Context: an optimization exercise on an open-source flow, tuned for small area. The choices shown serve that exercise and are no tape-out recipe.
Only simulation tests tie the RTL to the original design; equivalence was not proved.
No activity file was given, so power comes from the tool's default toggle rates.

// wb_dma_regs_top
module wb_dma_regs_top #(
	parameter logic [27:0] DMA_FULL_MARK = 28'd4083,
	parameter logic [27:0] DMA_LIMIT = 28'd4084,
	parameter logic [27:0] RD_LIMIT = 28'd2040,
	parameter logic [27:0] RD_EMPTY_MARK = 28'd1
) (
	input wire logic clk_i,
	input wire logic reset_i,
	input wire logic cyc_i,
	input wire logic stb_i,
	input wire logic we_i,
	input wire logic [31:0] adr_i,
	input wire logic [2:0] cti_i,
	input wire logic [3:0] sel_i,
	input wire logic [31:0] dat_i,
	output logic [31:0] dat_o,
	output logic ack_o,
	output logic err_o,
	input wire logic dma_in_use_i,
	output logic [15:0] ctrl_o,
	output logic [15:0] watch_dog_cnt_o,
	output logic [31:0] dmaadr_o,
	output logic [31:0] dmalen_o,
	input wire logic [31:0] transfer_size_i,
	input wire logic transfer_size_valid_i,
	input wire logic [7:0] stat_i,
	input wire logic stat_valid_i,
	input wire logic [55:0] dma_fifo_cnt_i,
	output logic [1:0] dma_fifo_full_int_o,
	input wire logic [55:0] rd_fifo_length_i,
	output logic [1:0] rd_fifo_empty_int_o
);
	localparam int NUM_DMA_FIFO = 2;
	localparam int NUM_RD_FIFO = 2;
	logic we;
	logic [3:0] code;
	logic [31:0] wdata;
	logic [3:0] be;
	logic [31:0] ctrl_rdata;
	logic [31:0] dma_rdata [NUM_DMA_FIFO];
	logic [31:0] rd_rdata [NUM_RD_FIFO];
	logic [31:0] data_d;
	logic [25:0] fifo_level;
	wb_cycle_decoder u_decoder (
  ...
Size: roughly 870 cells after synthesis, roughly 310 flip-flops, roughly 0.013 mm^2 of cells after synthesis.
Settings: LEC_CHECK=0, CAP_MARGIN=0, CORE_MARGIN=2, CORE_UTILIZATION=60, CTS_BUF_LIST=sky130_fd_sc_hd__clkbuf_16, CTS_CLUSTER_DIAMETER=80, CTS_CLUSTER_SIZE=28, SLEW_MARGIN=0; clock period 8.0 ns.
run.sh (not shown) runs the stock make flow with config.mk's settings and CLKGATE_MAP_FILE= SYNTH_SCRIPT=/design/flow/synth_recipe.tcl, a recipe that flattens the netlist after the stock synthesis.
The first run finished clean.
Then changed:
==> flow/flow/run.sh (new file) <==
#!/bin/bash
# The standard layout (standard.sh), with three changes to how the layout is made:
#  - synthesis maps the logic with flow/area.abc, an area-oriented ABC script, in
#    place of ORFS's speed script; every other synthesis step is the standard flow's own
#    (synth_recipe.tcl), so the registers are the standard synthesis's
#  - each port's buffer is the smallest buffer cell, sky130_fd_sc_hd__buf_1
#  - CTS clusters up to 20 flip-flops per clkbuf_8 and adds no dummy loads
set -euo pipefail
here=$(pwd)
cat >> config.mk <<'EOC'
export BUFFER_PORTS_ARGS = -buffer_cell sky130_fd_sc_hd__buf_1
export CTS_ARGS = -sink_clustering_enable -repair_clock_nets -dont_use_dummy_load -buf_list sky130_fd_sc_hd__clkbuf_8 -sink_clustering_size 20 -sink_clustering_max_diameter 60
EOC
# synth_recipe.tcl with the ABC script swapped
{
  head -n 1 synth_recipe.tcl
  cat <<EOT
proc abc {args} {
  set i [lsearch -exact \$args -script]
  if { \$i >= 0 } { lset args [expr {\$i + 1}] $here/flow/area.abc }
  yosys abc {*}\$args
}
EOT
  tail -n +2 synth_recipe.tcl
} > area_synth.tcl
sed "s#SYNTH_SCRIPT=[^ ]*synth_recipe.tcl#SYNTH_SCRIPT=$here/area_synth.tcl#" standard.sh > area_standard.sh
grep -q "SYNTH_SCRIPT=$here/area_synth.tcl" area_standard.sh
bash area_standard.sh > standard.log 2>&1
==> flow/flow/area.abc (new file) <==
&get -n
&st
&dch -f
&nf -R 1000
&put
mfs3 -ae
topo
stime -c
==> flow/standard.sh (new file) <==
#!/bin/bash
# synth_recipe.tcl (not shown) runs the flow's synth.tcl, then flattens the netlist and writes it again
# the make line also repeats each setting of config.mk as NAME=value (left out here)
make -C /OpenROAD-flow-scripts/flow DESIGN_CONFIG=/design/flow/config.mk WORK_HOME=/design/flow/orfs CLKGATE_MAP_FILE= SYNTH_SCRIPT=/design/flow/synth_recipe.tcl "${@:-finish}"
Settings changed: BUFFER_PORTS_ARGS set to -buffer_cell sky130_fd_sc_hd__buf_1, CTS_ARGS set to -sink_clustering_enable -repair_clock_nets -dont_use_dummy_load -buf_list sky130_fd_sc_hd__clkbuf_8 -sink_clustering_size 20 -sink_clustering_max_diameter 60, CTS_BUF_LIST sky130_fd_sc_hd__clkbuf_16 to unset, CTS_CLUSTER_DIAMETER 80 to unset, CTS_CLUSTER_SIZE 28 to unset.
removed: flow/run.sh
What happened:
- The changed run finished with timing, DRC and antenna clean
- count of clock-buffer cells in the layout goes up by 5
- sequential share of layout area climbs by 10 points
- worst hold slack got worse by 19 ps
- synthesized cell count is lower by 12%
- register-to-register slack gains 330 ps
- non-clock buffer count increases by 3
- clock skew came out higher by 49 ps
Then changed:
--- a/flow/flow/run.sh
+++ b/flow/flow/run.sh
@@ -6,3 +6,3 @@
 #  - each port's buffer is the smallest buffer cell, sky130_fd_sc_hd__buf_1
-#  - CTS clusters up to 20 flip-flops per clkbuf_8 and adds no dummy loads
+#  - CTS clusters up to 30 flip-flops per clkbuf_16 and adds no dummy loads
 set -euo pipefail
@@ -11,3 +11,3 @@
 export BUFFER_PORTS_ARGS = -buffer_cell sky130_fd_sc_hd__buf_1
-export CTS_ARGS = -sink_clustering_enable -repair_clock_nets -dont_use_dummy_load -buf_list sky130_fd_sc_hd__clkbuf_8 -sink_clustering_size 20 -sink_clustering_max_diameter 60
+export CTS_ARGS = -sink_clustering_enable -repair_clock_nets -dont_use_dummy_load -buf_list sky130_fd_sc_hd__clkbuf_16 -sink_clustering_size 30 -sink_clustering_max_diameter 80
 EOC
Settings changed: CTS_ARGS -sink_clustering_enable -repair_clock_nets -dont_use_dummy_load -buf_list sky130_fd_sc_hd__clkbuf_8 -sink_clustering_size 20 -sink_clustering_max_diameter 60 to -sink_clustering_enable -repair_clock_nets -dont_use_dummy_load -buf_list sky130_fd_sc_hd__clkbuf_16 -sink_clustering_size 30 -sink_clustering_max_diameter 80.
=> The changed run went through all stages and came out clean; flip-flop and latch count stays the same; worst hold slack improved by 3.6 ps; area after synthesis does not change; clock skew barely changes.

========
Setup of wip/indigo:
Another version of the RTL of wb_dma_regs_top (not shown whole).
Size: roughly 810 cells after synthesis, roughly 310 flip-flops, ~370 I/O pins, roughly 12000 sq um of cells after synthesis.
Design wb_dma_regs_top, start of the top module:
module wb_dma_regs_top #(
	parameter logic [27:0] DMA_FULL_MARK = 28'd4083,
	parameter logic [27:0] DMA_LIMIT = 28'd4084,
	parameter logic [27:0] RD_LIMIT = 28'd2040,
	parameter logic [27:0] RD_EMPTY_MARK = 28'd1
) (
	input wire logic clk_i,
	input wire logic reset_i,
	input wire logic cyc_i,
	input wire logic stb_i,
	input wire logic we_i,
	input wire logic [31:0] adr_i,
	input wire logic [2:0] cti_i,
	input wire logic [3:0] sel_i,
	input wire logic [31:0] dat_i,
	output logic [31:0] dat_o,
	output logic ack_o,
	output logic err_o,
	input wire logic dma_in_use_i,
	output logic [15:0] ctrl_o,
	output logic [15:0] watch_dog_cnt_o,
	output logic [31:0] dmaadr_o,
	output logic [31:0] dmalen_o,
	input wire logic [31:0] transfer_size_i,
	input wire logic transfer_size_valid_i,
	input wire logic [7:0] stat_i,
	input wire logic stat_valid_i,
	input wire logic [55:0] dma_fifo_cnt_i,
	output logic [1:0] dma_fifo_full_int_o,
	input wire logic [55:0] rd_fifo_length_i,
	output logic [1:0] rd_fifo_empty_int_o
);
Settings: LEC_CHECK=0, CAP_MARGIN=20, CORE_MARGIN=2, CORE_UTILIZATION=70, SLEW_MARGIN=20, BUFFER_PORTS_ARGS=-buffer_cell sky130_fd_sc_hd__buf_1, CTS_ARGS=-sink_clustering_enable -repair_clock_nets -dont_use_dummy_load -buf_list sky130_fd_sc_hd__clkbuf_16 -sink_clustering_size 34 -sink_clustering_max_diameter 100; clock period 8.0 ns.
standard.sh (not shown) runs the stock make flow with config.mk's settings and CLKGATE_MAP_FILE= SYNTH_SCRIPT=/design/flow/synth_recipe.tcl, a recipe that flattens the netlist after the stock synthesis.
==> flow/flow/run.sh <==
#!/bin/bash
# The standard layout (standard.sh), with three changes to how the layout is made:
#  - synthesis maps the logic with flow/area.abc, an area-oriented ABC script, in
#    place of ORFS's speed script; every other synthesis step is the standard flow's own
#    (synth_recipe.tcl), so the registers are the standard synthesis's
#  - each port's buffer is the smallest buffer cell, sky130_fd_sc_hd__buf_1
#  - CTS clusters up to 34 flip-flops per clkbuf_16 and adds no dummy loads
set -euo pipefail
here=$(pwd)
cat >> config.mk <<'EOC'
export BUFFER_PORTS_ARGS = -buffer_cell sky130_fd_sc_hd__buf_1
export CTS_ARGS = -sink_clustering_enable -repair_clock_nets -dont_use_dummy_load -buf_list sky130_fd_sc_hd__clkbuf_16 -sink_clustering_size 34 -sink_clustering_max_diameter 100
EOC
# synth_recipe.tcl with the ABC script swapped
{
  head -n 1 synth_recipe.tcl
  cat <<EOT
proc abc {args} {
  set i [lsearch -exact \$args -script]
  if { \$i >= 0 } { lset args [expr {\$i + 1}] $here/flow/area.abc }
  yosys abc {*}\$args
}
EOT
  tail -n +2 synth_recipe.tcl
} > area_synth.tcl
sed "s#SYNTH_SCRIPT=[^ ]*synth_recipe.tcl#SYNTH_SCRIPT=$here/area_synth.tcl#" standard.sh > area_standard.sh
grep -q "SYNTH_SCRIPT=$here/area_synth.tcl" area_standard.sh
bash area_standard.sh > standard.log 2>&1
==> flow/flow/area.abc <==
&get -n
&st
&dch -f
&nf -R 1000
&put
topo
stime -c
wip/indigo | stages: all done | timing, DRC, antenna: all pass
> inputs changed (wip/indigo -> wip/lagoon)
Settings: a change of CTS_ARGS from -sink_clustering_enable -repair_clock_nets -dont_use_dummy_load -buf_list sky130_fd_sc_hd__clkbuf_16 -sink_clustering_size 34 -sink_clustering_max_diameter 100 to -sink_clustering_enable -repair_clock_nets -dont_use_dummy_load -buf_list sky130_fd_sc_hd__clkbuf_16 -sink_clustering_size 20 -sink_clustering_max_diameter 60; a change of CORE_UTILIZATION from 70 to 60; an added POST_RESIZE_TCL of /design/flow/flow/recover_area.tcl.
==> flow/flow/run.sh <==
#!/bin/bash
# The standard layout (standard.sh: standard synthesis, floorplan, place, CTS,
# route), with two changes to how the layout is made:
#  - each port's buffer is the smallest buffer cell, sky130_fd_sc_hd__buf_1
#  - after placement's repair_design, cells with slack to spare are downsized
#  - CTS clusters up to 20 flip-flops per clkbuf_16 and adds no dummy loads
set -euo pipefail
cat >> config.mk <<EOC
export BUFFER_PORTS_ARGS = -buffer_cell sky130_fd_sc_hd__buf_1
export CTS_ARGS = -sink_clustering_enable -repair_clock_nets -dont_use_dummy_load -buf_list sky130_fd_sc_hd__clkbuf_16 -sink_clustering_size 20 -sink_clustering_max_diameter 60
export POST_RESIZE_TCL = $(pwd)/flow/recover_area.tcl
EOC
bash standard.sh > standard.log 2>&1
==> flow/flow/recover_area.tcl (new file) <==
# After repair_design: downsize cells on paths with timing slack to spare
log_cmd repair_timing -recover_power 100
removed: flow/flow/area.abc
Findings:
wip/lagoon gives more area share of xor/xnor cells in the synthesized design than wip/indigo did. Side by side, core footprint turned out higher in wip/lagoon than in wip/indigo. Changes observed in wip/lagoon relative to wip/indigo: non-clock buffer count down 2; sequential share of layout area down 2.1 points.
## Diff of input files: wip/willow against wip/lagoon
Settings: CAP_MARGIN now 0, was 20; POST_RESIZE_TCL no longer set, was /design/flow/flow/recover_area.tcl; SLEW_MARGIN now 0, was 20; CTS_ARGS now -sink_clustering_enable -repair_clock_nets -dont_use_dummy_load -buf_list sky130_fd_sc_hd__clkbuf_16 -sink_clustering_size 30 -sink_clustering_max_diameter 80, was -sink_clustering_enable -repair_clock_nets -dont_use_dummy_load -buf_list sky130_fd_sc_hd__clkbuf_16 -sink_clustering_size 20 -sink_clustering_max_diameter 60.
==> flow/flow/run.sh <==
#!/bin/bash
# The standard layout (standard.sh), with three changes to how the layout is made:
#  - synthesis maps the logic with flow/area.abc, an area-oriented ABC script, in
#    place of ORFS's speed script; every other synthesis step is the standard flow's own
#    (synth_recipe.tcl), so the registers are the standard synthesis's
#  - each port's buffer is the smallest buffer cell, sky130_fd_sc_hd__buf_1
#  - CTS clusters up to 30 flip-flops per clkbuf_16 and adds no dummy loads
set -euo pipefail
here=$(pwd)
cat >> config.mk <<'EOC'
export BUFFER_PORTS_ARGS = -buffer_cell sky130_fd_sc_hd__buf_1
export CTS_ARGS = -sink_clustering_enable -repair_clock_nets -dont_use_dummy_load -buf_list sky130_fd_sc_hd__clkbuf_16 -sink_clustering_size 30 -sink_clustering_max_diameter 80
EOC
# synth_recipe.tcl with the ABC script swapped
{
  head -n 1 synth_recipe.tcl
  cat <<EOT
proc abc {args} {
  set i [lsearch -exact \$args -script]
  if { \$i >= 0 } { lset args [expr {\$i + 1}] $here/flow/area.abc }
  yosys abc {*}\$args
}
EOT
  tail -n +2 synth_recipe.tcl
} > area_synth.tcl
sed "s#SYNTH_SCRIPT=[^ ]*synth_recipe.tcl#SYNTH_SCRIPT=$here/area_synth.tcl#" standard.sh > area_standard.sh
grep -q "SYNTH_SCRIPT=$here/area_synth.tcl" area_standard.sh
bash area_standard.sh > standard.log 2>&1
==> flow/flow/area.abc (new file) <==
&get -n
&st
&dch -f
&nf -R 1000
&put
topo
stime -c
removed: flow/flow/recover_area.tcl
Findings:
| share of the core filled with cells in the final layout | lower: wip/willow |. From wip/lagoon to wip/willow the numbers moved as follows: register share of the cell area increased 1.9 points, number of global-route vias before repair has increased, wire length grew by about 4%.
Input changes introduced in wip/delta (baseline for comparison: wip/willow):
==> flow/flow/area.abc <==
&get -n
&st
&dch -f
&nf -R 1000
&put
mfs3 -ae
topo
stime -c
==> run summary <==
- Changes observed in wip/delta relative to wip/willow: total power comparable, clock network power now larger, routed wire length now larger.
- Summary of the comparison: minimum setup slack in the final design is higher in wip/delta, relative to wip/willow.
- wip/delta completed; timing, DRC and antenna clean
- On area added between synthesis and finish, wip/delta tracks wip/willow almost exactly.
- wip/delta — number of tap instances about 1.9% lower, wip/willow as reference
- Looking at wip/willow and wip/delta, the post-synthesis mux area share is a wash.
- The number of optimization iterations in the first detailed-route pass in wip/delta was lower than what wip/willow gave.

==> separate check: timing with driven ports <==
The results above use ideal ports. As a check the final layouts listed here were re-extracted and re-timed, cells and wires unchanged.
Step 1, drivers: a clkbuf_16 drives clk_i and a buf_2 each remaining input, both assumed.
Step 2 times the ports against the registers' clock, not the clock port: input delays grow and output delays shrink by t, the midpoint of the rising clock arrivals with the driver on.
Slacks: ideal ports / drivers / drivers and shift; pairs: ideal ports / drivers.
| run | shift t [ns] | setup slack, ns | latest minus earliest clock arrival (ns) | worst data-port slew with drivers (ns) | pins driven straight from the clock port |
|---|---|---|---|---|---|
| the first run of note 1 | 0.528 | 2.719 / 2.673 / 3.135 | 0.023 / 0.023 | 0.08 | 1 |
| the second run of note 1 | 0.570 | 3.303 / 3.257 / 3.648 | 0.079 / 0.080 | 0.08 | 1 |
| the third run of note 1 | 0.512 | 3.367 / 3.322 / 3.662 | 0.070 / 0.071 | 0.11 | 1 |
| wip/indigo | 0.529 | 3.120 / 3.074 / 3.241 | 0.066 / 0.066 | 0.10 | 1 |
| wip/lagoon | 0.542 | 2.960 / 2.908 / 3.450 | 0.054 / 0.054 | 0.08 | 1 |
| wip/willow | 0.524 | 3.194 / 3.142 / 3.665 | 0.059 / 0.059 | 0.08 | 1 |
| wip/delta | 0.528 | 3.348 / 3.301 / 3.408 | 0.031 / 0.031 | 0.08 | 1 |
After both steps every run listed still meets setup and hold.
